This design comes from an exercise in tuning for small area, a short achievable clock period and few clock cycles on the open sky130 flow, not from production work. At most, simulation tests tie the RTL to the original design; equivalence was not proved. Only the layout flow was run in runs 1 to 3; the RTL was not checked for function there.

`flow/run.sh`:
```
#!/bin/bash
# synth_recipe.tcl (not shown) runs the flow's synth.tcl, then flattens the netlist and writes it again
# the make line also repeats each setting of config.mk as NAME=value (left out here)
make -C /OpenROAD-flow-scripts/flow DESIGN_CONFIG=/design/flow/config.mk WORK_HOME=/design/flow/orfs CLKGATE_MAP_FILE= SYNTH_SCRIPT=/design/flow/synth_recipe.tcl finish
```
`flow/config.mk`:
```
export PLATFORM = sky130hd
export DESIGN_NAME = signed_int_to_decimal_ascii_top
export DESIGN_NICKNAME = signed_int_to_decimal_ascii_top
export VERILOG_FILES = /design/flow/design.v
export SDC_FILE = /design/flow/constraint.sdc
export NUM_CORES = 4
export LEC_CHECK = 0
export ABC_AREA = 1
export CAP_MARGIN = 20
export CORE_MARGIN = 2
export CORE_UTILIZATION = 40
export SETUP_SLACK_MARGIN = 2.0
export SLEW_MARGIN = 20
export TNS_END_PERCENT = 100
```
`flow/constraint.sdc`:
```
create_clock -name core_clock -period 4.5 [get_ports {clk_i}]
set_input_delay 0.9000 -clock core_clock [delete_from_list [all_inputs] [get_ports {clk_i}]]
set_output_delay 0.9000 -clock core_clock [all_outputs]
set_load 0.01 [all_outputs]
```
`flow/design.v`:
```
`timescale 1ns / 1ps
package sitda_pkg;
  localparam int unsigned VALUE_BITS_DEF = 32;
  localparam int unsigned CHAR_W         = 8;
  localparam int unsigned BCD_W          = 38;
  function automatic logic [3:0] dig_dbl(input logic [2:0] r, input logic c);
    logic [3:0] o;
    o[3] = ~((~r[2] & ~r[1]) | (~r[0] & ~c));
    o[2] = (r[2] & c) | (r[1] & ~r[0] & ~c);
    o[1] = (~r[2] & r[0] & c) | (~r[1] & r[0] & ~c);
    o[0] = ~((~r[2] & ~r[1] & ~c) | (r[1] & c));
    dig_dbl = o;
  endfunction
  function automatic logic [BCD_W-1:0] bcd_dbl(input logic [BCD_W-1:0] b, input logic c);
    logic [BCD_W-1:0] o;
    logic [3:0]       t;
    o[3:0] = dig_dbl(b[2:0], c);
    for (int i = 1; i < 9; i++) begin
      o[4*i +: 4] = dig_dbl(b[4*i +: 3], b[4*i-1]);
    end
    t = dig_dbl({1'b0, b[37:36]}, b[35]);
    o[37:36] = t[1:0];
    bcd_dbl = o;
  endfunction
  function automatic logic [BCD_W-1:0] dabble4(input logic [BCD_W-1:0] b,
                                               input logic [3:0] n);
    logic [BCD_W-1:0] r;
    r = b;
    for (int s = 3; s >= 0; s--) begin
      r = bcd_dbl(r, n[s]);
    end
    dabble4 = r;
  endfunction
  function automatic logic [7:0] nib_code(input logic [3:0] n);
    logic       hi;
    logic [3:0] m;
    logic       q;
    logic [2:0] r;
    hi = n >= 4'd10;
    m  = hi ? n - 4'd10 : n;
    q  = m >= 4'd5;
    r  = q ? 3'(m - 4'd5) : m[2:0];
    nib_code = {3'b000, hi, q, r == 3'd4, r[1] & ~r[2], (r[0] | r[2])};
  endfunction
  function automatic logic [3:0] dig_bin(input logic [3:0] d);
    logic [3:0] v;
    v = {1'b0, d[2], d[1], d[0] & ~d[2]};
    dig_bin = d[3] ? v + 4'd5 : v;
  endfunction
endpackage
`timescale 1ns / 1ps
module signed_int_to_decimal_ascii_top #(
  parameter int unsigned VALUE_BITS = sitda_pkg::VALUE_BITS_DEF
) (
  input  logic                         clk_i,
  input  logic                         rst_ni,
  input  logic                         in_valid_i,
  output logic                         in_ready_o,
  input  logic signed [VALUE_BITS-1:0] value_i,
  output logic                         out_valid_o,
  input  logic                         out_ready_i,
  output logic [sitda_pkg::CHAR_W-1:0] char_code_o,
  output logic                         last_char_o
);
  localparam int unsigned BcdW = sitda_pkg::BCD_W;
  localparam int unsigned PartW = 33;
  typedef struct packed {
    logic [3:0] n;
    logic       first;
    logic       last;
    logic       neg;
  } nib_t;
  typedef struct packed {
    logic       minus;
    logic [3:0] dig;
    logic       last;
  } och_t;
  logic            f_act_q;   
  logic [7:0]      fptr_q;    
  logic            h_v_q;     
  nib_t            h_q;
  logic            t_v_q;     
  nib_t            t_q;
  logic            cneg_q;    
  logic            czero_q;   
  logic            esingle_q;  
  logic            elast_q;   
  logic [PartW-1:0] bcd_q;
  logic            ebusy_q;
  logic            efirst_q;  
  logic            enegp_q;   
  logic [9:0]      p1h_q;     
  logic [BcdW-1:0] dig_q;
  logic            o0_v_q;    
  och_t            o0_q;
  logic            o1_v_q;    
  och_t            o1_q;
  logic        neg;
  logic [31:0] u;
  logic [7:0]  zlow;          
  logic [3:0]  mag [8];       
  logic [7:0]  flag;          
  logic [7:0]  first1h;       
  logic [7:0]  sel;
  nib_t        fnib;
  assign neg = value_i[VALUE_BITS-1];
  assign u   = value_i ^ {32{neg}};
  always_comb begin
    for (int j = 0; j < 8; j++) begin
      zlow[j] = (j == 0) ? 1'b1 : ~|(value_i & ((32'd1 << (4*j)) - 32'd1));
    end
    for (int j = 0; j < 8; j++) begin
      mag[j] = u[4*j +: 4] + {3'd0, neg && zlow[j]};
    end
    flag[0] = 1'b0;
    flag[1] = 1'b1;
    for (int j = 2; j < 8; j++) begin
      flag[j] = (|u[4*j +: 4]) || (neg && (&u[4*j-4 +: 4]));
    end
    for (int j = 0; j < 8; j++) begin
      first1h[j] = flag[j] && !(|(flag & (8'hFF << (j+1))));
    end
  end
  assign sel = f_act_q ? fptr_q : first1h;
  always_comb begin
    for (int b = 0; b < 4; b++) begin
      logic [7:0] mb;
      for (int j = 0; j < 8; j++) begin
        mb[j] = mag[j][b];
      end
      fnib.n[b] = |(mb & sel);
    end
    fnib.first = !f_act_q;
    fnib.last  = sel[0];
    fnib.neg   = neg;
  end
  logic [9:0] nz;             
  logic [9:0] top1h;          
  logic [9:0] esel;
  logic [3:0] edig;
  logic       take;
  logic       e_last;
  logic       e_free;
  logic       emit_now;
  och_t       ech;
  always_comb begin
    for (int d = 0; d < 9; d++) begin
      nz[d] = |dig_q[4*d +: 4];
    end
    nz[9] = |dig_q[36 +: 2];
    for (int d = 1; d < 10; d++) begin
      top1h[d] = nz[d] && !(|(nz & (10'h3FF << (d+1))));
    end
    top1h[0] = !(|nz[9:1]);
  end
  assign esel = efirst_q ? top1h : p1h_q;
  always_comb begin
    for (int b = 0; b < 4; b++) begin
      logic [9:0] db;
      for (int d = 0; d < 9; d++) begin
        db[d] = dig_q[4*d+b];
      end
      db[9] = (b < 2) ? dig_q[36+b] : 1'b0;
      edig[b] = |(db & esel);
    end
  end
  assign take     = !o1_v_q;
  assign emit_now = ebusy_q && take;
  assign e_last   = elast_q;
  assign e_free   = !ebusy_q || (take && elast_q);
  assign ech.minus = enegp_q;
  assign ech.dig   = edig;
  assign ech.last = e_last;
  logic            finish;
  logic            start_t;
  logic            cons1;
  logic            cons2;
  logic            cons_any;
  logic [3:0]      hnib;
  logic [3:0]      tnib;
  logic [BcdW-1:0] bcd_nx;
  logic [7:0]      hcode;
  logic [7:0]      tcode;
  assign finish   = h_v_q && h_q.last && e_free;
  assign start_t  = finish && t_v_q && t_q.first;
  assign cons2    = start_t;
  assign cons1    = h_v_q && (!h_q.last || e_free) && !start_t;
  assign cons_any = h_v_q && (!h_q.last || e_free);
  assign hnib     = h_q.n;
  assign hcode    = sitda_pkg::nib_code(hnib);
  assign tnib     = t_q.n;
  assign tcode    = sitda_pkg::nib_code(tnib);
  assign bcd_nx   = sitda_pkg::dabble4({{(BcdW-PartW){1'b0}}, bcd_q}, hnib);
  logic fetch;
  logic f_is_last;
  assign f_is_last  = f_act_q && fptr_q[0];
  logic ir_q;
  logic f_act_d;
  logic fptr0_d;
  logic t_v_d;
  assign in_ready_o = ir_q;
  assign f_act_d    = fetch ? !f_is_last : f_act_q;
  assign fptr0_d    = fetch ? sel[1] : fptr_q[0];
  assign t_v_d      = cons2 ? 1'b0 :
                      (cons1 || !h_v_q) ? (t_v_q && fetch) : (t_v_q || fetch);
  assign fetch      = in_valid_i && (f_is_last ? !t_v_q : (!t_v_q || cons_any));
  logic pop;
  assign pop = o0_v_q && out_ready_i;
  always_ff @(posedge clk_i or negedge rst_ni) begin
    if (!rst_ni) begin
      f_act_q <= 1'b0;
      ir_q    <= 1'b0;
      h_v_q   <= 1'b0;
      t_v_q   <= 1'b0;
      ebusy_q <= 1'b0;
      o0_v_q  <= 1'b0;
      o1_v_q  <= 1'b0;
    end else begin
      f_act_q <= f_act_d;
      ir_q    <= f_act_d && fptr0_d && !t_v_d;
      t_v_q   <= t_v_d;
      if (cons2) begin
        h_v_q <= fetch;
      end else if (cons1 || !h_v_q) begin
        h_v_q <= t_v_q || fetch;
      end
      if (finish) begin
        ebusy_q <= 1'b1;
      end else if (emit_now && e_last) begin
        ebusy_q <= 1'b0;
      end
      if (!o0_v_q || pop) begin
        o0_v_q <= o1_v_q || emit_now;
        o1_v_q <= 1'b0;
      end else if (emit_now) begin
        o1_v_q <= 1'b1;
      end
    end
  end
  always_ff @(posedge clk_i) begin
    if (fetch) begin
      fptr_q <= sel >> 1;
    end
    if (cons2) begin
      h_q <= fnib;
    end else if (cons1 || !h_v_q) begin
      h_q <= t_v_q ? t_q : fnib;
      if (t_v_q) begin
        t_q <= fnib;
      end
    end else if (fetch) begin
      t_q <= fnib;
    end
    if (start_t || (h_v_q && !h_q.last)) begin
      bcd_q <= (start_t || h_q.first) ? {{(PartW-8){1'b0}}, start_t ? tcode : hcode}
                                      : bcd_nx[PartW-1:0];
    end
    if (start_t) begin
      cneg_q  <= t_q.neg;
      czero_q <= tnib == 4'd0;
    end else if (h_v_q && h_q.first) begin
      cneg_q  <= h_q.neg;
      czero_q <= hnib == 4'd0;
    end else if (h_v_q && !h_q.last) begin
      czero_q <= czero_q && (hnib == 4'd0);
    end
    if (finish) begin
      dig_q     <= bcd_nx;
      efirst_q  <= 1'b1;
      enegp_q   <= cneg_q;
      esingle_q <= czero_q && (hnib < 4'd10);
      elast_q   <= !cneg_q && czero_q && (hnib < 4'd10);
    end else if (emit_now) begin
      if (enegp_q) begin
        enegp_q <= 1'b0;
        elast_q <= esingle_q;
      end else begin
        efirst_q <= 1'b0;
        p1h_q    <= esel >> 1;
        elast_q  <= esel[1];
      end
    end
    if (!o0_v_q || pop) begin
      o0_q <= o1_v_q ? o1_q : ech;
    end
    if (emit_now) begin
      o1_q <= ech;
    end
  end
  assign out_valid_o = o0_v_q;
  assign char_code_o = o0_q.minus ? 8'h2D : {4'h3, sitda_pkg::dig_bin(o0_q.dig)};
  assign last_char_o = o0_q.last;
endmodule
```
==> run_results.csv, run 1 <==
group,metric,value,unit
status,status,"finished clean",
setup_path,cp-start-kind,"input pin",
synthesis,syn_area_per_cell,7.36,um^2
final_layout,fin_area,10200,um^2
grt,met1_usage,22.0,%
synthesis,ys.flop_type,"edfxtp_1",
final_layout,n_fill_cell,2086,
synthesis,synth_seq_area_share,43.1,%
die,die_w,151,um
synthesis,ys_warn_count,2,
timing,fin_skew,5.73,ps
setup_path,path_class,"input pin to flop",
detailed_routing,num_vias,7307,
die,ios,47,
final_layout,diodes,0,
setup_path,cp.required,4680,ps
grt,antenna_found_initial,0,
worst_hold_path,hold_path_depth,0,
detailed_routing,wl,18300,um
synthesis,synth_async_sr_flop_share,5.56,%
place,dpl.hpwl,13900,um
synthesis,synth_top_cell_area_share,40.8,%
detailed_routing,viasPerCell,4.77,
die,die_h,151,um
timing,setup_violations,0,
place,io_buffers,43,
clock_network,clockBufferDepth,2,
timing,setup_tns,0,ps
die,dieArea,22900,um^2
grt,top_usage_layer,"met2",
grt,grt_pass1_wl,30600,um
clock_network,clock_sinks,126,
final_layout,mostFrequentLayoutCell,"nand2_1",
synthesis,synth_area_leader_cell,"edfxtp_1",
synthesis,synthesis.area,8680,um^2
timing,rsz0062_at_grt,"yes",
final_layout,layout_common_cells,"nand2_1 (364), inv_1 (162), nor2_1 (118), edfxtp_1 (118), nand3_1 (81)",
grt,grt_max_degree,43,
grt,grtUsageMet2,28.1,%
clock_network,cts.clk_slew.worst_paths,60,ps
clock_network,cts_tree,"built",
final_layout,syn2layout_area_growth,17.2,%
die,initial_utilization,41.0,%
synthesis,ys_ff_latch,126,
final_layout,layout-drive-gt1-share,10.4,%
worst_hold_path,hold_path.class,"flop to flop",
detailed_routing,drt_pre_antenna_iters,4,
setup_path,cp_max_fo,2,
place,post_dp_cell_area,9360,um^2
detailed_routing,drt_iter0_drc,424,
die,core_area,21200,um^2
timing,maxSlewHeadroom,44.7,%
place,dp_slack,564,ps
timing,finalMaxSlewViolations,0,
clock_network,cts-buffers-inserted,17,
setup_path,reg2reg_depth,9,
timing,timing.final.ws_setup,1570,ps
grt,grt_pass1_vias,6770,
grt,grt_remaining_overflow,0,
synthesis,synthTopCellsByArea,"edfxtp_1 (41%), nand2_1 (16%), inv_1 (7.1%)",
clock_network,clock_latency,420,ps
timing,post-route-period-util,65.2,%
setup_path,cp.arrival,3110,ps
clock_network,ctsHtreeMaxLevel,4,
timing,finalHoldViolCount,0,
timing,worst_pin_slew,825,ps
detailed_routing,wl_per_cell,11.9,um
detailed_routing,antenna_left,0,
detailed_routing,drc,0,
final_layout,nets,1302,
job,cap_violations,0,
grt,grt_usage,16.7,%
synthesis,syn_inst,1179,
grt,grt.met3_usage,2.95,%
synthesis,synthDistinctLibCells,47,
clock_network,root_buffer,"clkbuf_16",
setup_path,endpoint_kind,"flop",
synthesis,synth_edf_count,118,
die,std_cell_rows,53,
timing,fin_crit,2930,ps
timing,max_freq,341,MHz
place,place_congestion,0.830,
per-stage QoR:
step / util, % / instances / hold WS, ps
after detailed placement: 44.2 / 1485 / 432
after CTS: 47.9 / 1528 / 445
after global routing: 48.1 / 1531 / 450
after floorplan: - / 1180 / 427
final: 48.1 / 1531 / 440
after global placement: 44.2 / 1485 / 430
layer usage:
metal  up-vias  share of wire, %
met1      3229                49
li1       3958                 -
met2        98                47
met5         -                 0
met4         0               1.7
met3        22               2.5
final timing paths:
| check | from | end | slack (ps) |
|---|---|---|---|
| min reg2reg | elast_q | o1_q[0] | 440 |
| min in group asynchronous | rst_ni | o1_v_q | 750 |
| max | value_i[1] | h_q[4] | 1570 |
| min | elast_q | o1_q[0] | 440 |
| max reg2reg | o1_v_q | bcd_q[4] | 1830 |
| max in group asynchronous | rst_ni | ebusy_q | 3490 |
worst max-delay path, cell delays in order:
cell     delay [ps]
buf_8           100
nor4_4          340
inv_2           100
nor3_4          220
nand2_2         110
nor2_4          110
and3_4          180
and3_4          180
ha_4            140
ha_4            190
nand2_2          60
nand2_2          60
a21oi_2          90
nand2_1          70
nor2_2          100
nand2_2          60
nand2_1          50
nand2_1          50
final cells by class:
class	count	area (um^2)	share of cell area [%]
Sequential cell	126	3740	36.7
Timing Repair Buffer	61	539	5.30
Multi-Input combinational cell	868	4300	42.2
Clock buffer	17	425	4.18
Inverter	169	637	6.26
Clock inverter	15	196	1.93
Tap cell	275	344	3.38
cells in the mapped netlist (5+ instances only):
master / count
nand2_1: 371
inv_1: 164
nor2_1: 122
edfxtp_1: 118
nand3_1: 83
o21ai_0: 79
a21oi_1: 45
o21ai_1: 24
ha_1: 23
nand2_2: 19
xor2_1: 17
nand4_1: 14
nor2_2: 8
xnor2_1: 8
buf_2: 7
dfrtp_1: 7
or2_1: 6
inv_2: 5
nor3_1: 5
o22ai_1: 5
or2_2: 5
what timing repair did:
item | 4_1_cts | 5_1_grt
gates resized for setup | 67 | 19
hold buffers | 0 | 0
endpoints found under the setup margin | 43 | 86
pin swaps | 26 | 9
setup buffers | 11 | 3
state kept, by name, summed over array words and instances, names as in the netlist, 6 cells and up:
| register | cells |
|---|---|
| dig_q | 38 |
| bcd_q | 33 |
| p1h_q | 9 |
| fptr_q | 7 |
| h_q | 7 |
| t_q | 7 |
| o0_q | 6 |
| o1_q | 6 |
cells by family after synthesis:
logic type      count (synthesis)  synth area share [%]
compound gates                165                  9.95
xor+xnor                       28                  3.08
fa+ha+maj                      23                  3.32
buf+inv                       186                  8.95
flops                         126                  43.1
other cells                     2                0.0865
simple gates                  649                  31.5
==> run 2, diff against run 1 <==
--- a/flow/config.mk
+++ b/flow/config.mk
@@ -8,7 +8,7 @@
 export ABC_AREA = 1
 export CAP_MARGIN = 20
 export CORE_MARGIN = 2
-export CORE_UTILIZATION = 40
+export CORE_UTILIZATION = 65
 export SETUP_SLACK_MARGIN = 2.0
 export SLEW_MARGIN = 20
 export TNS_END_PERCENT = 100
==> run 2 against run 1 <==
Effect of this change: critical path type unchanged; flip-flop and latch count stayed put; critical endpoint unchanged; sequential share of layout area increased by 0.059 points; setup slack lost 65 ps; hold slack better by 28 ps; cell count is 5.7% lower; wire length up 9.6%; register-to-register slack improved by 60 ps; global-route usage grew 12 points.
==> run_results.csv, run 2 <==
group,metric,value,unit
die,initial_utilization,66.1,%
clock_network,cts.clk_slew.worst_paths,50,ps
setup_path,cp-start-kind,"input pin",
synthesis,synth_seq_area_share,43.1,%
setup_path,cp.required,4670,ps
worst_hold_path,hold_path.startpoint,"elast_q",
setup_path,path_common_cell,"nand2_2",
timing,maxSlewHeadroom,41.4,%
setup_path,cp.arrival,3170,ps
synthesis,synth_async_sr_flop_share,5.56,%
clock_network,ctsHtreeMaxLevel,4,
die,ios,47,
setup_path,path_class,"input pin to flop",
timing,rsz0062_at_grt,"yes",
final_layout,seq_area,3740,um^2
timing,setup_violations,0,
final_layout,n_fill_cell,1000,
synthesis,ys_ff_latch,126,
synthesis,syn_area_per_cell,7.36,um^2
setup_path,path_cells,"buf_8 > nor4_4 > inv_2 > nor3_4 > nand2_2 > nor2_4 > and3_4 > and3_4 > ha_4 > ha_4 > nand2_2 > nand2_2 > a21oi_2 > nand2_1 > nor2_2 > nand2_2 > nand2_1 > nand2_1",
clock_network,clock_sinks,126,
synthesis,ys.flop_type,"edfxtp_1",
detailed_routing,wl_per_cell,13.9,um
grt,grt_usage,28.8,%
final_layout,largest_reg_flops,38,
timing,fin_crit,3000,ps
place,place_congestion,0.916,
die,dieArea,14300,um^2
final_layout,mostFrequentLayoutCell,"nand2_1",
synthesis,synthDistinctLibCells,47,
detailed_routing,num_vias,7777,
timing,finalHoldViolCount,0,
setup_path,crit_path_start,"value_i[1]",
timing,setup_tns,0,ps
timing,post-route-period-util,66.6,%
grt,grt_pass1_wl,32700,um
clock_network,holdBufCountCts,0,
status,status,"finished clean",
place,post_dp_cell_area,9240,um^2
clock_network,clockBufferDepth,2,
detailed_routing,drt_iter0_drc,665,
final_layout,diodes,0,
final_layout,syn2layout_area_growth,17.1,%
grt,grt_pass1_vias,7145,
place,dpl.hpwl,13700,um
detailed_routing,wl,20000,um
place,io_buffers,43,
detailed_routing,drc,0,
synthesis,synthTopCellsByArea,"edfxtp_1 (41%), nand2_1 (16%), inv_1 (7.1%)",
grt,antenna_found_initial,0,
final_layout,reg_top3,"dig_q: 38 flops, bcd_q: 33 flops, p1h_q: 9 flops",
synthesis,synthesis.area,8680,um^2
setup_path,cpPeakStageDelay,320,ps
final_layout,fin_area,10200,um^2
die,core_area,13100,um^2
synthesis,synth_area_leader_cell,"edfxtp_1",
grt,grt_remaining_overflow,0,
timing,max_freq,334,MHz
die,die_h,120,um
setup_path,crit_path_top_delay_cell,"nor4_4",
die,die_w,120,um
final_layout,layout_common_cells,"nand2_1 (363), inv_1 (161), nor2_1 (119)",
final_layout,layout-drive-gt1-share,11.5,%
setup_path,crit_buf_inv,2,
synthesis,syn_inst,1179,
clock_network,cts_tree,"built",
synthesis,synth_top_cell_area_share,40.8,%
worst_hold_path,hold_path.class,"flop to flop",
synthesis,synth_most_common_cell,"nand2_1",
final_layout,largest-register,"dig_q",
setup_path,path_delay_family,"simple AND/OR/NAND/NOR gates",
clock_network,clock_latency,420,ps
detailed_routing,antenna_left,0,
setup_path,endpoint_kind,"flop",
setup_path,cp_max_fo,2,
setup_path,r2r_start,"o1_v_q",
synthesis,ys_warn_count,2,
timing,finalMaxSlewViolations,0,
final_layout,nets,1314,
timing,worst_pin_slew,876,ps
synthesis,synth_common_cells,"nand2_1 (371), inv_1 (164), nor2_1 (122)",
detailed_routing,viasPerCell,5.39,
synthesis,synth_edf_count,118,
timing,fin_skew,8.09,ps
detailed_routing,drt_pre_antenna_iters,5,
job,cap_violations,0,
die,std_cell_rows,42,
grt,grt_max_degree,44,
final_layout,multiInputGateArea,4350,um^2
clock_network,cts-buffers-inserted,17,
clock_network,root_buffer,"clkbuf_16",
==> run 2: cell counts after synthesis <==
Identical to the previous run, type by type.
==> run 2: cell type report <==
type | instances | share of cell area (%)
flip-flops and latches | 126 | 36.8
repair buffers | 73 | 6.13
well taps | 176 | 2.17
inverters | 169 | 6.24
multi-input cells | 868 | 42.8
clock buffers | 21 | 4.43
clock inverters | 11 | 1.39
==> run 2: timing repair <==
| action | 4_1_cts | 5_1_grt |
|---|---|---|
| resized for setup | 74 | 20 |
| endpoints found under the setup margin | 85 | 96 |
| pin swaps | 28 | 13 |
| buffers inserted | 21 | 5 |
| gates cloned | 0 | 0 |
==> run 2: worst reg2reg max path, delay by kind of cell, from the launching register on <==
family        cells  cell delay, ps
flops             1             480
buf+inv           2             370
simple gates      5            1350
==> run 2: layer usage <==
metal	track usage [%]	wire, um	vias to the layer above
met1	39.2	9160	3536
met4	9.63	427	0
met5	0	0	-
li1	-	-	3989
met3	6.46	1160	35
met2	46.1	9260	217
==> run 2: kinds of logic (layout without fill, tap and decap cells) <==
group / after synthesis / count (layout) / share of synthesized area [%]
compound gates: 165 / 165 / 9.95
xor+xnor: 28 / 28 / 3.08
fa+ha+maj: 23 / 23 / 3.32
buf+inv: 186 / 274 / 8.95
flops: 126 / 126 / 43.1
other cells: 2 / 3 / 0.0865
simple gates: 649 / 649 / 31.5
==> run 2: worst paths after layout <==
| path | endpoint | slack, ps | cells past startpoint |
|---|---|---|---|
| hold reg to reg | o1_q[0] | 470 | 0 |
| hold / removal | o1_q[0] | 470 | 0 |
| max in group asynchronous | f_act_q | 3470 | 1 |
| setup / recovery | h_q[4] | 1500 | 18 |
| setup reg to reg | bcd_q[5] | 1890 | 7 |
| min in group asynchronous | ir_q | 760 | 1 |
==> run 2: metrics by stage <==
step / instances / hold WS, ps / utilization, % / setup slack [ps]
2_1_floorplan: 1180 / 427 / - / 1460
3_3_place_gp: 1386 / 431 / 70.3 / 665
3_5_place_dp: 1386 / 438 / 70.3 / 617
4_1_cts: 1439 / 471 / 76.5 / 1560
5_1_grt: 1444 / 485 / 77.3 / 1420
6_report: 1444 / 468 / 77.3 / 1500
==> run 3, diff against run 2 <==
--- a/flow/design.v
+++ b/flow/design.v
@@ -73,6 +73,7 @@
   typedef struct packed {
     logic       minus;
     logic [3:0] dig;
+    logic       inc;
     logic       last;
   } och_t;
   logic            f_act_q;   
@@ -89,6 +90,7 @@
   logic            ebusy_q;
   logic            efirst_q;  
   logic            enegp_q;   
+  logic            einc_q;    
   logic [9:0]      p1h_q;     
   logic [BcdW-1:0] dig_q;
   logic            o0_v_q;    
@@ -97,8 +99,6 @@
   och_t            o1_q;
   logic        neg;
   logic [31:0] u;
-  logic [7:0]  zlow;          
-  logic [3:0]  mag [8];       
   logic [7:0]  flag;          
   logic [7:0]  first1h;       
   logic [7:0]  sel;
@@ -106,16 +106,10 @@
   assign neg = value_i[VALUE_BITS-1];
   assign u   = value_i ^ {32{neg}};
   always_comb begin
-    for (int j = 0; j < 8; j++) begin
-      zlow[j] = (j == 0) ? 1'b1 : ~|(value_i & ((32'd1 << (4*j)) - 32'd1));
-    end
-    for (int j = 0; j < 8; j++) begin
-      mag[j] = u[4*j +: 4] + {3'd0, neg && zlow[j]};
-    end
     flag[0] = 1'b0;
     flag[1] = 1'b1;
     for (int j = 2; j < 8; j++) begin
-      flag[j] = (|u[4*j +: 4]) || (neg && (&u[4*j-4 +: 4]));
+      flag[j] = |u[4*j +: 4];
     end
     for (int j = 0; j < 8; j++) begin
       first1h[j] = flag[j] && !(|(flag & (8'hFF << (j+1))));
@@ -126,7 +120,7 @@
     for (int b = 0; b < 4; b++) begin
       logic [7:0] mb;
       for (int j = 0; j < 8; j++) begin
-        mb[j] = mag[j][b];
+        mb[j] = u[4*j+b];
       end
       fnib.n[b] = |(mb & sel);
     end
@@ -135,9 +129,13 @@
     fnib.neg   = neg;
   end
   logic [9:0] nz;             
+  logic [9:0] nine;           
+  logic [9:0] cin;            
   logic [9:0] top1h;          
+  logic [9:0] etop1h;         
   logic [9:0] esel;
   logic [3:0] edig;
+  logic       ecin;
   logic       take;
   logic       e_last;
   logic       e_free;
@@ -145,15 +143,26 @@
   och_t       ech;
   always_comb begin
     for (int d = 0; d < 9; d++) begin
-      nz[d] = |dig_q[4*d +: 4];
+      nz[d]   = |dig_q[4*d +: 4];
+      nine[d] = dig_q[4*d +: 4] == 4'b1101;
     end
-    nz[9] = |dig_q[36 +: 2];
+    nz[9]   = |dig_q[36 +: 2];
+    nine[9] = 1'b0;
     for (int d = 1; d < 10; d++) begin
       top1h[d] = nz[d] && !(|(nz & (10'h3FF << (d+1))));
     end
     top1h[0] = !(|nz[9:1]);
+    cin[0] = einc_q;
+    for (int d = 1; d < 10; d++) begin
+      cin[d] = einc_q && (&(nine | (10'h3FF << d)));
+    end
+    etop1h[0] = top1h[0] && !cin[1];
+    for (int d = 1; d < 9; d++) begin
+      etop1h[d] = (top1h[d] && !cin[d+1]) || (top1h[d-1] && cin[d]);
+    end
+    etop1h[9] = top1h[9] || (top1h[8] && cin[9]);
   end
-  assign esel = efirst_q ? top1h : p1h_q;
+  assign esel = efirst_q ? etop1h : p1h_q;
   always_comb begin
     for (int b = 0; b < 4; b++) begin
       logic [9:0] db;
@@ -163,6 +172,7 @@
       db[9] = (b < 2) ? dig_q[36+b] : 1'b0;
       edig[b] = |(db & esel);
     end
+    ecin = |(cin & esel);
   end
   assign take     = !o1_v_q;
   assign emit_now = ebusy_q && take;
@@ -170,6 +180,7 @@
   assign e_free   = !ebusy_q || (take && elast_q);
   assign ech.minus = enegp_q;
   assign ech.dig   = edig;
+  assign ech.inc   = ecin;
   assign ech.last = e_last;
   logic            finish;
   logic            start_t;
@@ -268,7 +279,8 @@
       dig_q     <= bcd_nx;
       efirst_q  <= 1'b1;
       enegp_q   <= cneg_q;
-      esingle_q <= czero_q && (hnib < 4'd10);
+      einc_q    <= cneg_q;
+      esingle_q <= czero_q && (hnib < (cneg_q ? 4'd9 : 4'd10));
       elast_q   <= !cneg_q && czero_q && (hnib < 4'd10);
     end else if (emit_now) begin
       if (enegp_q) begin
@@ -288,6 +300,9 @@
     end
   end
   assign out_valid_o = o0_v_q;
-  assign char_code_o = o0_q.minus ? 8'h2D : {4'h3, sitda_pkg::dig_bin(o0_q.dig)};
+  logic [3:0] obin;
+  assign obin        = sitda_pkg::dig_bin(o0_q.dig);
+  assign char_code_o = o0_q.minus ? 8'h2D :
+                       {4'h3, !o0_q.inc ? obin : (obin == 4'd9) ? 4'd0 : obin + 4'd1};
   assign last_char_o = o0_q.last;
 endmodule
--- a/flow/config.mk
+++ b/flow/config.mk
@@ -8,7 +8,6 @@
 export ABC_AREA = 1
 export CAP_MARGIN = 20
 export CORE_MARGIN = 2
-export CORE_UTILIZATION = 65
+export CORE_UTILIZATION = 40
 export SETUP_SLACK_MARGIN = 2.0
 export SLEW_MARGIN = 20
-export TNS_END_PERCENT = 100
==> run 3 against run 2 <==
Effect of this change: synthesized area grew 1.9%; die area is 63% higher; flip-flop and latch count is 3 higher; highest routed layer unchanged; clock skew grew 1.3 ps; setup slack lost 64 ps.
==> run_results.csv, run 3 <==
group,metric,value,unit
final_layout,largest-register,"dig_q",
detailed_routing,wl_per_cell,12.6,um
synthesis,synthDistinctLibCells,55,
timing,setup_tns,0,ps
synthesis,synth_top_cell_area_share,41.1,%
clock_network,cts-buffers-inserted,17,
timing,setup_violations,0,
final_layout,n_fill_cell,2151,
setup_path,reg2reg_depth,10,
synthesis,synth_common_cells,"nand2_1 (329), inv_1 (173), nor2_1 (123)",
grt,grt_usage,17.1,%
synthesis,ys_ff_latch,129,
clock_network,clockBufferDepth,2,
detailed_routing,drc,0,
setup_path,cpPeakStageDelay,410,ps
timing,fin_crit,3060,ps
timing,timing.final.ws_setup,1440,ps
grt,antenna_found_initial,0,
timing,rsz0062_at_grt,"yes",
synthesis,synth-compound-area-share,10.1,%
place,dp_slack,1340,ps
final_layout,mostFrequentLayoutCell,"nand2_1",
clock_network,cts.clk_slew.worst_paths,60,ps
clock_network,holdBufCountCts,0,
die,die_w,153,um
synthesis,syn_inst,1195,
final_layout,layout_common_cells,"nand2_1 (328), inv_1 (167), edfxtp_1 (121)",
place,dpl.hpwl,15000,um
synthesis,syn_area_per_cell,7.40,um^2
detailed_routing,drt_iter0_drc,437,
die,dieArea,23300,um^2
timing,worst_pin_slew,623,ps
setup_path,path_cells,"inv_2 > nor2_4 > ha_4 > nand2_2 > o21ai_2 > inv_2 > ha_4 > nand4_1 > buf_4 > a21oi_2 > a211oi_2 > buf_2",
synthesis,synth_fa_ha_area_share,1.41,%
detailed_routing,wl,19500,um
synthesis,synthesis.area,8850,um^2
grt,grt_remaining_overflow,0,
detailed_routing,drt_pre_antenna_iters,5,
final_layout,stdcell_count,1549,
synthesis,synth_top_family_by_area,"simple AND/OR/NAND/NOR gates",
status,status,"finished clean",
detailed_routing,num_vias,7568,
final_layout,nets,1302,
die,core_area,21800,um^2
setup_path,path_class,"flop to primary output",
synthesis,ys_warn_count,1,
place,place_congestion,0.880,
synthesis,yosys.area_share.simple,31.8,%
final_layout,diodes,0,
setup_path,cp.required,3600,ps
setup_path,cp_max_fo,3,
setup_path,crit_path_start,"o0_q[2]",
synthesis,synth_mux_area_share,0.113,%
die,std_cell_rows,54,
synthesis,synth_xor_area_share,3.86,%
final_layout,seq_area,3830,um^2
setup_path,r2r_start,"o1_v_q",
synthesis,synth_seq_area_share,43.3,%
worst_hold_path,hold_path.startpoint,"o1_q[5]",
detailed_routing,viasPerCell,4.89,
setup_path,r2r_setup_slack,2170,ps
timing,post-route-period-util,68.0,%
place,placedCellCount,1500,
clock_network,ctsHtreeMaxLevel,4,
die,ios,47,
synthesis,synth_area_leader_cell,"edfxtp_1",
final_layout,largest_reg_flops,38,
timing,maxSlewHeadroom,58.4,%
final_layout,multiInputGateArea,4380,um^2
grt,grt_pass1_wl,33100,um
synthesis,ys.flop_type,"edfxtp_1",
setup_path,crit_path_top_delay_cell,"edfxtp_1",
final_layout,reg_top3,"dig_q: 38 flops, bcd_q: 33 flops, p1h_q: 9 flops",
synthesis,synth_edf_count,121,
timing,max_freq,327,MHz
synthesis,synthTopCellsByArea,"edfxtp_1 (41%), nand2_1 (14%), inv_1 (7.3%)",
job,cap_violations,0,
setup_path,reg2reg_to,"bcd_q[16]",
place,io_buffers,43,
detailed_routing,antenna_left,0,
clock_network,root_buffer,"clkbuf_16",
setup_path,cp-start-kind,"flop",
setup_path,endpoint_kind,"primary output",
die,die_h,153,um
final_layout,fin_util,47.8,%
clock_network,clock_sinks,129,
setup_path,cp.arrival,2160,ps
setup_path,endpoint,"char_code_o[1]",
grt,grt_pass1_vias,7284,
synthesis,synth_async_sr_flop_share,5.43,%
clock_network,cts_tree,"built",
clock_network,clock_latency,420,ps
grt,grt_max_degree,43,
final_layout,syn2layout_area_growth,17.4,%
worst_hold_path,hold_path.class,"flop to flop",
timing,fin_skew,9.36,ps
final_layout,layout-drive-gt1-share,11.0,%
synthesis,synth_most_common_cell,"nand2_1",
timing,finalMaxSlewViolations,0,
timing,finalHoldViolCount,0,
die,initial_utilization,40.7,%
[run 3: cell count changes in the layout (fill, tap and decap cells not counted), sizes merged, moves of 5 or more]
cell | before | now
dlygate4sd2 | 8 | 0
clkdlybuf4s50 | 23 | 38
inv | 169 | 183
buf | 39 | 25
ha | 23 | 10
nand3 | 86 | 122
nand2 | 390 | 338
nor3 | 6 | 17
o21ai | 103 | 108
[run 3: repair_timing]
| item | in CTS | in global routing |
|---|---|---|
| gates resized for setup | 25 | 33 |
| setup endpoints to repair | 46 | 50 |
| setup buffers | 4 | 13 |
| pin swaps | 4 | 5 |
| endpoints found under the hold margin | 0 | 0 |
[run 3: area by class of cell]
cell class	count	area share (%)
clock buffer	18	4.13
clock inverter	14	1.35
inverter	183	6.68
multi-input combinational	862	42.2
sequential	129	36.9
tap	280	3.37
timing repair buffer	63	5.44
[run 3: worst max-delay path, delay by kind of cell, from the launching register on]
family	cells	cell delay, ps
buffers and inverters	4	460
flip-flops	1	410
adder cells (fa/ha/maj)	2	400
AND/OR/NAND/NOR	3	230
AO/OA/AOI/OAI	3	250
[run 3: worst min path at each step]
stage / endpoint / slack, ps / depth (start not counted)
global route: o0_q[3] / 550 / 2
floorplan: einc_q / 480 / 0
CTS: o0_q[5] / 520 / 2
global placement: o0_q[4] / 510 / 2
finish: o0_q[5] / 520 / 2
detailed placement: o0_q[5] / 510 / 2
[run 3: cell families (layout without fill, tap and decap cells)]
family | count (synthesis) | after routing
buf+inv | 205 | 278
fa+ha+maj | 10 | 10
compound gates | 168 | 168
flops | 129 | 129
other cells | 2 | 3
simple gates | 647 | 647
mux | 1 | 1
xor+xnor | 33 | 33
[run 3: layer usage]
metal  track usage [%]  vias to the layer above  part of all wire, %
met5                 0                        -                    0
met4              5.47                        0                  1.8
met3              3.53                       26                  2.5
met2              30.7                       91                   51
met1              20.5                     3427                   45
li1                  -                     4024                    -
[run 3: per-stage QoR]
step,area [um^2],hold slack [ps]
2_1_floorplan,8910,478
3_3_place_gp,9560,508
3_5_place_dp,9560,509
4_1_cts,10200,523
5_1_grt,10400,552
6_report,10400,523
==> run 4, diff against run 3 <==
--- a/flow/design.v
+++ b/flow/design.v
@@ -263,8 +263,8 @@
       t_q <= fnib;
     end
     if (start_t || (h_v_q && !h_q.last)) begin
-      bcd_q <= (start_t || h_q.first) ? {{(PartW-8){1'b0}}, start_t ? tcode : hcode}
-                                      : bcd_nx[PartW-1:0];
+      bcd_q <= h_q.first ? {{(PartW-8){1'b0}}, hcode} :
+               h_q.last  ? {{(PartW-8){1'b0}}, tcode} : bcd_nx[PartW-1:0];
     end
     if (start_t) begin
       cneg_q  <= t_q.neg;
==> run 4 against run 3 <==
Effect of this change: first-iteration DRC count decreased by 7.6%; still clean; fmax hardly changed; sequential share of layout area rose by 0.35 points; non-clock buffer count shrank 4; final area down 0.98%; global-route usage is 0.34 points lower.
==> run_results.csv, run 4 <==
group,metric,value,unit
clock_network,cts_tree,"built",
timing,fin_skew,8.63,ps
timing,worst_pin_slew,1020,ps
clock_network,holdBufCountCts,0,
detailed_routing,drc,0,
detailed_routing,drt_pre_antenna_iters,5,
clock_network,ctsHtreeMaxLevel,4,
synthesis,synth_edf_count,121,
final_layout,largest-register,"dig_q",
synthesis,ys_warn_count,1,
final_layout,fin_util,47.4,%
synthesis,syn_inst,1187,
grt,grt_usage,16.8,%
clock_network,clockBufferDepth,2,
grt,grt_pass1_wl,32100,um
synthesis,synthesis.area,8800,um^2
synthesis,synth_async_sr_flop_share,5.43,%
die,ios,47,
final_layout,diodes,0,
final_layout,syn2layout_area_growth,16.9,%
timing,finalHoldViolCount,0,
synthesis,synth_xor_area_share,3.47,%
timing,setup_tns,0,ps
synthesis,synthTopCellsByArea,"edfxtp_1 (41%), nand2_1 (14%), inv_1 (7.4%)",
detailed_routing,wl_per_cell,12.5,um
synthesis,yosys.area_share.simple,31.9,%
die,die_h,152,um
setup_path,cp.arrival,2160,ps
synthesis,synthDistinctLibCells,48,
synthesis,synth_fa_ha_area_share,1.42,%
timing,finalMaxSlewViolations,0,
timing,maxSlewHeadroom,31.7,%
clock_network,root_buffer,"clkbuf_16",
place,dp_slack,1380,ps
place,io_buffers,43,
detailed_routing,drt_iter0_drc,404,
detailed_routing,viasPerCell,4.93,
synthesis,synth-compound-area-share,10.3,%
setup_path,cp-start-kind,"flop",
grt,antenna_found_initial,0,
timing,setup_violations,0,
final_layout,reg_top3,"dig_q: 38 flops, bcd_q: 33 flops, p1h_q: 9 flops",
clock_network,cts.clk_slew.worst_paths,60,ps
timing,fin_crit,3060,ps
detailed_routing,wl,19200,um
timing,post-route-period-util,68.0,%
synthesis,synth_area_leader_cell,"edfxtp_1",
synthesis,syn_area_per_cell,7.41,um^2
final_layout,nets,1291,
die,initial_utilization,40.6,%
detailed_routing,num_vias,7578,
die,core_area,21700,um^2
setup_path,cp.required,3600,ps
synthesis,synth_common_cells,"nand2_1 (320), inv_1 (174), nor2_1 (123)",
setup_path,path_class,"flop to primary output",
grt,grt_pass1_vias,6976,
place,dpl.hpwl,14700,um
synthesis,synth_seq_area_share,43.5,%
timing,hold-worst-slack,522,ps
synthesis,ys_ff_latch,129,
final_layout,n_fill_cell,2169,
grt,grt_max_degree,38,
timing,max_freq,327,MHz
synthesis,synth_top_cell_area_share,41.3,%
final_layout,layout-drive-gt1-share,10.7,%
clock_network,clock_latency,420,ps
clock_network,clock_sinks,129,
die,std_cell_rows,54,
final_layout,mostFrequentLayoutCell,"nand2_1",
synthesis,synth_mux_area_share,0,%
worst_hold_path,hold_path.class,"flop to flop",
synthesis,synth_top_family_by_area,"simple AND/OR/NAND/NOR gates",
job,cap_violations,0,
timing,timing.final.ws_setup,1440,ps
synthesis,synth_most_common_cell,"nand2_1",
grt,grt_remaining_overflow,0,
final_layout,largest_reg_flops,38,
status,status,"finished clean",
die,dieArea,23200,um^2
timing,rsz0062_at_grt,"yes",
worst_hold_path,hold_path_depth,0,
clock_network,cts-buffers-inserted,17,
setup_path,reg2reg_depth,10,
die,die_w,152,um
setup_path,endpoint_kind,"primary output",
setup_path,cp_max_fo,3,
place,place_congestion,0.845,
final_layout,layout_common_cells,"nand2_1 (315), inv_1 (169), edfxtp_1 (121)",
detailed_routing,antenna_left,0,
synthesis,ys.flop_type,"edfxtp_1",
## run 4: cell count changes in the layout (fill, tap and decap cells not counted), moves of 4 or more
cell      previous run  this run
nand3_2              7        12
clkbuf_1             1         5
nand2_1            328       315
o22ai_1              6         2
nor2_2               8        12
## run 4: area by class of cell
type                    count  area, um^2  share of cell area (%)
multi-input cells         856        4360                    42.3
repair buffers             59         532                    5.17
clock inverters            10        88.8                   0.864
inverters                 182         688                    6.69
well taps                 280         350                    3.41
flip-flops and latches    129        3830                    37.2
clock buffers              22         444                    4.32
## run 4: per-stage QoR
step,cell area [um^2],std cells
2_1_floorplan,8830,1188
3_3_place_gp,9490,1491
3_5_place_dp,9490,1491
4_1_cts,10000,1526
5_1_grt,10300,1538
6_report,10300,1538
## run 4: per-layer routing
layer	global-route usage (%)	part of all wire, %	wire length [um]	vias up
met5	0	0	0	-
met4	5.12	1.7	322	0
met3	3.16	2.8	530	25
met2	29.5	50	9600	114
met1	20.9	45	8710	3441
li1	-	-	-	3998
## run 4: kinds of logic after synthesis
logic type	Yosys count
simple gates	640
buf+inv	203
compound gates	169
flops	129
xor+xnor	34
fa+ha+maj	10
other cells	2
## run 4: worst max-delay path: stages (launching register included)
cell and delay, ps:
edfxtp_1 440, nor2_4 170, buf_4 150, xor2_4 170, inv_2 90, ha_4 160, nand4_1 150, a21oi_2 80
a211oi_2 180, buf_2 160
## run 4: timing repair
action / in CTS / in global routing
buffers inserted: 3 / 12
pin swaps: 3 / 11
gates resized for setup: 22 / 36
setup endpoints to repair: 63 / 28
## run 4: path summary, 6_finish.rpt
kind / start / slack (ps) / end
min in group asynchronous: rst_ni / 730 / t_v_q
worst min-delay path: cneg_q / 520 / einc_q
max in group asynchronous: rst_ni / 3540 / o1_v_q
worst max-delay path: o0_q[4] / 1440 / char_code_o[1]
worst min register to register: cneg_q / 520 / einc_q
worst max register to register: h_q[4] / 2190 / bcd_q[0]
Testbench counts of run 4, summed over its fixed seeds: cycles 75,110.
==> run 5, diff against run 4 <==
--- a/flow/design.v
+++ b/flow/design.v
@@ -42,6 +42,14 @@
     r  = q ? 3'(m - 4'd5) : m[2:0];
     nib_code = {3'b000, hi, q, r == 3'd4, r[1] & ~r[2], (r[0] | r[2])};
   endfunction
+  function automatic logic [3:0] dig_inc(input logic [3:0] d);
+    logic [3:0] o;
+    o[3] = d[3] ^ d[2];
+    o[2] = ~d[2] & d[1] & d[0];
+    o[1] = ~d[2] & (d[1] ^ d[0]);
+    o[0] = ~d[2] & (~d[0] | d[1]);
+    dig_inc = o;
+  endfunction
   function automatic logic [3:0] dig_bin(input logic [3:0] d);
     logic [3:0] v;
     v = {1'b0, d[2], d[1], d[0] & ~d[2]};
@@ -73,7 +81,6 @@
   typedef struct packed {
     logic       minus;
     logic [3:0] dig;
-    logic       inc;
     logic       last;
   } och_t;
   logic            f_act_q;   
@@ -179,8 +186,7 @@
   assign e_last   = elast_q;
   assign e_free   = !ebusy_q || (take && elast_q);
   assign ech.minus = enegp_q;
-  assign ech.dig   = edig;
-  assign ech.inc   = ecin;
+  assign ech.dig   = ecin ? sitda_pkg::dig_inc(edig) : edig;
   assign ech.last = e_last;
   logic            finish;
   logic            start_t;
@@ -300,9 +306,6 @@
     end
   end
   assign out_valid_o = o0_v_q;
-  logic [3:0] obin;
-  assign obin        = sitda_pkg::dig_bin(o0_q.dig);
-  assign char_code_o = o0_q.minus ? 8'h2D :
-                       {4'h3, !o0_q.inc ? obin : (obin == 4'd9) ? 4'd0 : obin + 4'd1};
+  assign char_code_o = o0_q.minus ? 8'h2D : {4'h3, sitda_pkg::dig_bin(o0_q.dig)};
   assign last_char_o = o0_q.last;
 endmodule
==> run 5 against run 4 <==
Effect of this change: still clean on timing, DRC and antenna; via count fell by 0.15%; synthesized cell count fell by 0.34%; clock skew barely moved; fmax rose by 26%; flip-flop and latch count fell by 2; die area fell by 0.44%; cell count rose by 0.78%; wire length rose by 3.5%; critical path type is now input pin to flop; critical endpoint is now h_q[3].
==> run_results.csv, run 5 <==
group,metric,value,unit
setup_path,endpoint_kind,"flop",
place,placedCellCount,1491,
setup_path,crit_path_top_delay_cell,"buf_8",
status,status,"finished clean",
detailed_routing,wl_per_cell,12.8,um
setup_path,path_cells,"buf_8 > xor2_1 > nor2_1 > nand3b_1 > nor2_2 > nand2_2 > nor2_4 > a22o_4 > a21oi_2 > nand4_1 > nand2_1 > nand2_1",
final_layout,mostFrequentLayoutCell,"nand2_1",
worst_hold_path,hold_path_depth,0,
setup_path,cp.arrival,2600,ps
synthesis,synthTopCellsByArea,"edfxtp_1 (41%), nand2_1 (13%), inv_1 (8.4%)",
final_layout,layout-drive-gt1-share,16.5,%
setup_path,reg2reg_depth,17,
grt,met1_usage,21.2,%
timing,setup_tns,0,ps
synthesis,syn_area_per_cell,7.41,um^2
timing,maxSlewHeadroom,32.6,%
timing,fin_skew,8.81,ps
job,cap_violations,0,
grt,grt.met3_usage,3.11,%
setup_path,cp.depth,12,
setup_path,r2r_setup_slack,2110,ps
setup_path,cpPeakStageDelay,290,ps
timing,setup_violations,0,
synthesis,synthesis.area,8760,um^2
final_layout,fin_util,49.5,%
grt,grtUsageMet2,30.4,%
final_layout,largest-register,"dig_q",
final_layout,syn2layout_area_growth,22.4,%
grt,top_usage_layer,"met2",
synthesis,synth_async_sr_flop_share,5.51,%
grt,grt_pass1_vias,6963,
timing,post-route-period-util,53.8,%
synthesis,synth_xor_area_share,3.00,%
die,std_cell_rows,54,
final_layout,diodes,0,
synthesis,synth_area_leader_cell,"edfxtp_1",
place,dp_slack,1320,ps
synthesis,synth-compound-area-share,11.3,%
synthesis,synth_most_common_cell,"nand2_1",
synthesis,ys_warn_count,1,
detailed_routing,wl,19800,um
synthesis,ys_ff_latch,127,
detailed_routing,drc,0,
synthesis,synth_top_family_by_area,"simple AND/OR/NAND/NOR gates",
worst_hold_path,holdPathEnd,"einc_q",
detailed_routing,num_vias,7567,
timing,max_freq,413,MHz
grt,grt_usage,17.2,%
detailed_routing,antenna_left,0,
setup_path,crit_buf_inv,1,
synthesis,synth_mux_area_share,0.129,%
synthesis,yosys.area_share.simple,31.2,%
synthesis,synth_common_cells,"nand2_1 (300), inv_1 (197), nor2_1 (149)",
die,die_h,152,um
synthesis,synth_seq_area_share,43.0,%
timing,rsz0062_at_grt,"yes",
clock_network,clock_sinks,127,
clock_network,ctsHtreeMaxLevel,4,
final_layout,nets,1301,
place,io_buffers,43,
synthesis,syn_inst,1183,
synthesis,ys.flop_type,"edfxtp_1",
clock_network,cts-buffers-inserted,17,
timing,fin_crit,2420,ps
setup_path,path_class,"input pin to flop",
final_layout,layout_common_cells,"nand2_1 (278), inv_1 (190), nor2_1 (136)",
die,die_w,152,um
synthesis,synth_top_cell_area_share,40.8,%
setup_path,cp-start-kind,"input pin",
setup_path,r2r_start,"dig_q[1]",
timing,finalHoldViolCount,0,
grt,antenna_found_initial,0,
clock_network,clockBufferDepth,2,
synthesis,synth_edf_count,119,
clock_network,cts.clk_slew.worst_paths,60,ps
synthesis,synthDistinctLibCells,52,
setup_path,path_delay_family,"simple AND/OR/NAND/NOR gates",
detailed_routing,drt_pre_antenna_iters,5,
worst_hold_path,hold_path.startpoint,"cneg_q",
die,ios,47,
worst_hold_path,hold_path.class,"flop to flop",
final_layout,reg_top3,"dig_q: 38 flops, bcd_q: 33 flops, p1h_q: 9 flops",
grt,grt_pass1_wl,32500,um
grt,grt_remaining_overflow,0,
setup_path,path_common_cell,"nand2_1",
clock_network,root_buffer,"clkbuf_16",
setup_path,reg2reg_to,"o0_q[4]",
timing,worst_pin_slew,1010,ps
detailed_routing,drt_iter0_drc,589,
detailed_routing,viasPerCell,4.88,
die,core_area,21700,um^2
place,place_congestion,0.840,
synthesis,synth_fa_ha_area_share,1.14,%
final_layout,largest_reg_flops,38,
timing,finalMaxSlewViolations,0,
place,dpl.hpwl,14700,um
setup_path,cp_max_fo,37,
die,initial_utilization,40.4,%
setup_path,cp.required,4680,ps
grt,grt_max_degree,38,
clock_network,cts_tree,"built",
final_layout,stdcell_count,1550,
clock_network,clock_latency,420,ps
timing,timing.final.ws_setup,2080,ps
die,dieArea,23100,um^2
-- run 5: timing repair --
item | 4_1_cts | 5_1_grt
buffers inserted | 3 | 23
endpoints found under the setup margin | 66 | 45
resized for setup | 17 | 111
cloned | 1 | 0
pin swaps | 1 | 49
hold buffers | 0 | 0
-- run 5: final cells by class --
class	instances	area, um^2
Tap cell	280	350
Clock buffer	17	425
Timing Repair Buffer	71	721
Fill cell	2074	11000
Sequential cell	127	3770
Inverter	205	777
Multi-Input combinational cell	835	4530
Clock inverter	15	150
-- run 5: per-stage QoR --
| stage | area (um^2) | hold WS (ps) |
|---|---|---|
| global placement | 9500 | 477 |
| CTS | 10200 | 498 |
| finish | 10700 | 500 |
| floorplan | 8840 | 454 |
| global route | 10700 | 527 |
| detailed placement | 9500 | 483 |
-- run 5: kinds of logic after synthesis --
group | count (synthesis)
and+or+nand+nor | 613
buffers and inverters | 222
AOI/OAI and AO/OA | 180
DFF | 127
xor gates and xnor gates | 30
adders and majority gates | 8
other | 2
muxes | 1
-- run 5: worst reg2reg max path: stages (launching register included) --
cell and delay (ps):
edfxtp_1 400, inv_1 90, nand2_2 60, nor2_4 150, nand3_4 120, nor2_8 150
buf_12 130, buf_4 120, nand3_4 70, nand2_2 100, buf_4 120, a21boi_4 60
nand2_1 100, nand4_1 140, nor2_2 150, nand2_4 60, nand3_2 60, nand2_1 50
-- run 5: per-layer routing --
metal	share of wire (%)	wire length, um
met5	0	0
met4	2.1	420
met3	2.7	527
met2	50	10000
met1	45	8870
-- run 5: how the worst max path moves through the flow --
stage | slack (ps) | startpoint | to
final | 2080 | value_i[31] | h_q[3]
after global routing | 1950 | dig_q[1] | o0_q[4]
after CTS | 1930 | o0_q[1] | char_code_o[2]
after detailed placement | 1320 | value_i[31] | h_q[6]
after global placement | 1340 | value_i[31] | h_q[6]
after floorplan | 1570 | o1_v_q | t_q[0]
Testbench counts of run 5, summed over its fixed seeds: cycles 75,110.
==> run 6, diff against run 5 <==
--- a/flow/config.mk
+++ b/flow/config.mk
@@ -9,5 +9,7 @@
 export CAP_MARGIN = 20
 export CORE_MARGIN = 2
 export CORE_UTILIZATION = 40
-export SETUP_SLACK_MARGIN = 2.0
+export CTS_BUF_LIST = sky130_fd_sc_hd__clkbuf_4 sky130_fd_sc_hd__clkbuf_8
+export CTS_CLUSTER_SIZE = 20
+export SETUP_SLACK_MARGIN = 2.4
 export SLEW_MARGIN = 20
==> run 6 against run 5 <==
Effect of this change: still clean; fmax shrank 1.3%; first-iteration DRC count shrank 26%; synthesized area is the same; sequential share of layout area shrank 5.2 points; register-to-register slack lost 60 ps; final area grew 17%; setup slack lost 32 ps; wire length grew 23%; non-clock buffer count grew 116; critical endpoint is now bcd_q[2]; largest cell class unchanged.
==> run_results.csv, run 6 <==
group,metric,value,unit
place,io_buffers,43,
synthesis,synth_top_cell_area_share,40.8,%
synthesis,syn_area_per_cell,7.41,um^2
setup_path,cp-start-kind,"flop",
timing,rsz0062_at_grt,"yes",
detailed_routing,wl_per_cell,14.6,um
timing,maxSlewHeadroom,10.9,%
clock_network,cts-buffers-inserted,17,
final_layout,largest-register,"dig_q",
synthesis,syn_inst,1183,
synthesis,ys_warn_count,1,
timing,max_freq,408,MHz
clock_network,root_buffer,"clkbuf_8",
final_layout,syn2layout_area_growth,43.7,%
final_layout,reg_top3,"dig_q: 38 flops, bcd_q: 33 flops, p1h_q: 9 flops",
clock_network,ctsHtreeMaxLevel,4,
grt,grt_pass1_vias,7809,
final_layout,layout-drive-gt1-share,43.4,%
final_layout,n_fill_cell,1791,
synthesis,synthTopCellsByArea,"edfxtp_1 (41%), nand2_1 (13%), inv_1 (8.4%)",
detailed_routing,num_vias,8409,
final_layout,diodes,0,
die,ios,47,
synthesis,synth_area_leader_cell,"edfxtp_1",
setup_path,cp.arrival,2730,ps
timing,finalMaxSlewViolations,0,
place,dp_slack,1260,ps
die,dieArea,23100,um^2
die,std_cell_rows,54,
place,dpl.hpwl,14800,um
timing,setup_violations,0,
die,die_h,152,um
timing,worst_pin_slew,1330,ps
clock_network,clock_sinks,127,
timing,hold-worst-slack,499,ps
setup_path,crit_path_top_delay_cell,"edfxtp_1",
synthesis,synth_common_cells,"nand2_1 (300), inv_1 (197), nor2_1 (149)",
place,place_congestion,0.836,
job,cap_violations,0,
final_layout,largest_reg_flops,38,
detailed_routing,drt_iter0_drc,434,
detailed_routing,drc,0,
setup_path,path_common_cell,"inv_2",
status,status,"finished clean",
synthesis,synth_most_common_cell,"nand2_1",
final_layout,seq_area,3770,um^2
grt,grt_max_degree,34,
grt,grt_pass1_wl,35300,um
setup_path,path_delay_family,"simple AND/OR/NAND/NOR gates",
synthesis,synth_seq_area_share,43.0,%
clock_network,cts_tree,"built",
synthesis,synthDistinctLibCells,52,
setup_path,cp_max_fo,3,
setup_path,cp.required,4780,ps
timing,post-route-period-util,54.5,%
detailed_routing,viasPerCell,5.05,
detailed_routing,antenna_left,0,
synthesis,synth_edf_count,119,
timing,fin_skew,17.5,ps
grt,antenna_found_initial,0,
die,core_area,21700,um^2
die,initial_utilization,40.4,%
worst_hold_path,hold_path.class,"flop to flop",
setup_path,path_cells,"nor2_2 > inv_2 > nand2_4 > xor2_4 > inv_2 > ha_4 > inv_4 > nor2_4 > o21ai_2 > xor2_1 > nand2_1 > nor3b_2 > a21oi_1 > o22ai_1",
detailed_routing,wl,24400,um
clock_network,cts.clk_slew.worst_paths,90,ps
synthesis,ys_ff_latch,127,
clock_network,clock_latency,460,ps
timing,setup_tns,0,ps
final_layout,layout_common_cells,"nand2_1 (234), inv_1 (140), buf_4 (121)",
final_layout,multiInputGateArea,5700,um^2
setup_path,endpoint_kind,"flop",
timing,finalHoldViolCount,0,
timing,timing.final.ws_setup,2050,ps
die,die_w,152,um
synthesis,synth_async_sr_flop_share,5.51,%
synthesis,synthesis.area,8760,um^2
timing,fin_crit,2450,ps
setup_path,crit_buf_inv,3,
detailed_routing,drt_pre_antenna_iters,5,
setup_path,path_class,"flop to flop",
setup_path,cpPeakStageDelay,410,ps
grt,grt_usage,18.6,%
grt,grt_remaining_overflow,0,
final_layout,nets,1417,
synthesis,ys.flop_type,"edfxtp_1",
final_layout,mostFrequentLayoutCell,"nand2_1",
clock_network,clockBufferDepth,2,
[run 6: what timing repair did]
action                                  in CTS  in global routing
gates resized for setup                    170                391
hold endpoints to repair                     0                  0
endpoints found under the setup margin     139                140
gates cloned                                 3                  3
pin swaps                                   83                159
hold buffers                                 0                  0
buffers inserted                            61                 76
[run 6: path summary, 6_finish.rpt]
check | startpoint | end | slack [ps] | depth (start not counted)
max | t_q[5] | bcd_q[2] | 2050 | 14
min | cneg_q | einc_q | 500 | 0
max reg2reg | t_q[5] | bcd_q[2] | 2050 | 14
min reg2reg | cneg_q | einc_q | 500 | 0
max in group asynchronous | rst_ni | o1_v_q | 3560 | 1
min in group asynchronous | rst_ni | o0_v_q | 690 | 1
[run 6: area by class of cell]
type | count | share of cell area (%)
Multi-Input combinational cell | 835 | 45.2
Sequential cell | 127 | 30.0
Timing Repair Buffer | 187 | 13.1
Inverter | 205 | 6.21
Tap cell | 280 | 2.78
Clock buffer | 19 | 1.98
Clock inverter | 13 | 0.746
[run 6: cell families (layout without fill, tap and decap cells)]
logic type / after synthesis / in the layout / synth area share (%)
and+or+nand+nor: 613 / 613 / 31.2
buffers and inverters: 222 / 424 / 10.1
AOI/OAI and AO/OA: 180 / 180 / 11.3
DFF: 127 / 127 / 43.0
xor gates and xnor gates: 30 / 30 / 3.00
adders and majority gates: 8 / 8 / 1.14
other: 2 / 3 / 0.0857
muxes: 1 / 1 / 0.129
[run 6: metal layers]
| layer | track usage (%) | up-vias | routed length (um) |
|---|---|---|---|
| met2 | 33.5 | 175 | 13000 |
| met1 | 21.2 | 3950 | 9650 |
| met3 | 3.82 | 70 | 840 |
| met5 | 0 | - | 0 |
| met4 | 8.54 | 0 | 918 |
| li1 | - | 4214 | - |
[run 6: stage by stage]
step	cells	cell area, um^2	utilization [%]
2_1_floorplan	1184	8910	-
3_3_place_gp	1491	9560	44.1
3_5_place_dp	1491	9560	44.1
4_1_cts	1587	10800	49.7
5_1_grt	1666	12600	58.0
6_report	1666	12600	58.0

[separate check: timing with driven ports]
No port has a modelled driver above. Below, the same layouts with a new extraction and two added sets of constraints. Step 1 (the two cells are an assumption about what drives the block):
set clk [get_ports {clk_i}]
set_driving_cell -lib_cell sky130_fd_sc_hd__clkbuf_16 $clk
set_driving_cell -lib_cell sky130_fd_sc_hd__buf_2 [delete_from_list [all_inputs] $clk]
Step 2 times the ports against the registers' clock, not the clock port: input delays grow and output delays shrink by t, the midpoint of the rising clock arrivals with the driver on. a / b / c = ideal ports / drivers / drivers and shift; a / b = the first two.
run	t, ns	setup slack, ns	worst data-port slew with drivers (ns)
run 1	0.452	1.567 / 1.560 / 1.108	0.06
run 2	0.464	1.502 / 1.511 / 1.047	0.05
run 3	0.459	1.438 / 1.392 / 1.728	0.04
run 4	0.464	1.440 / 1.393 / 1.710	0.04
run 5	0.462	2.078 / 2.043 / 1.609	0.05
run 6	0.497	2.046 / 2.039 / 1.641	0.25
After both steps every run listed still meets setup and hold. For run 5, which loses most, drivers alone change the setup slack by -0.035 ns; drivers and shift together by -0.469 ns.
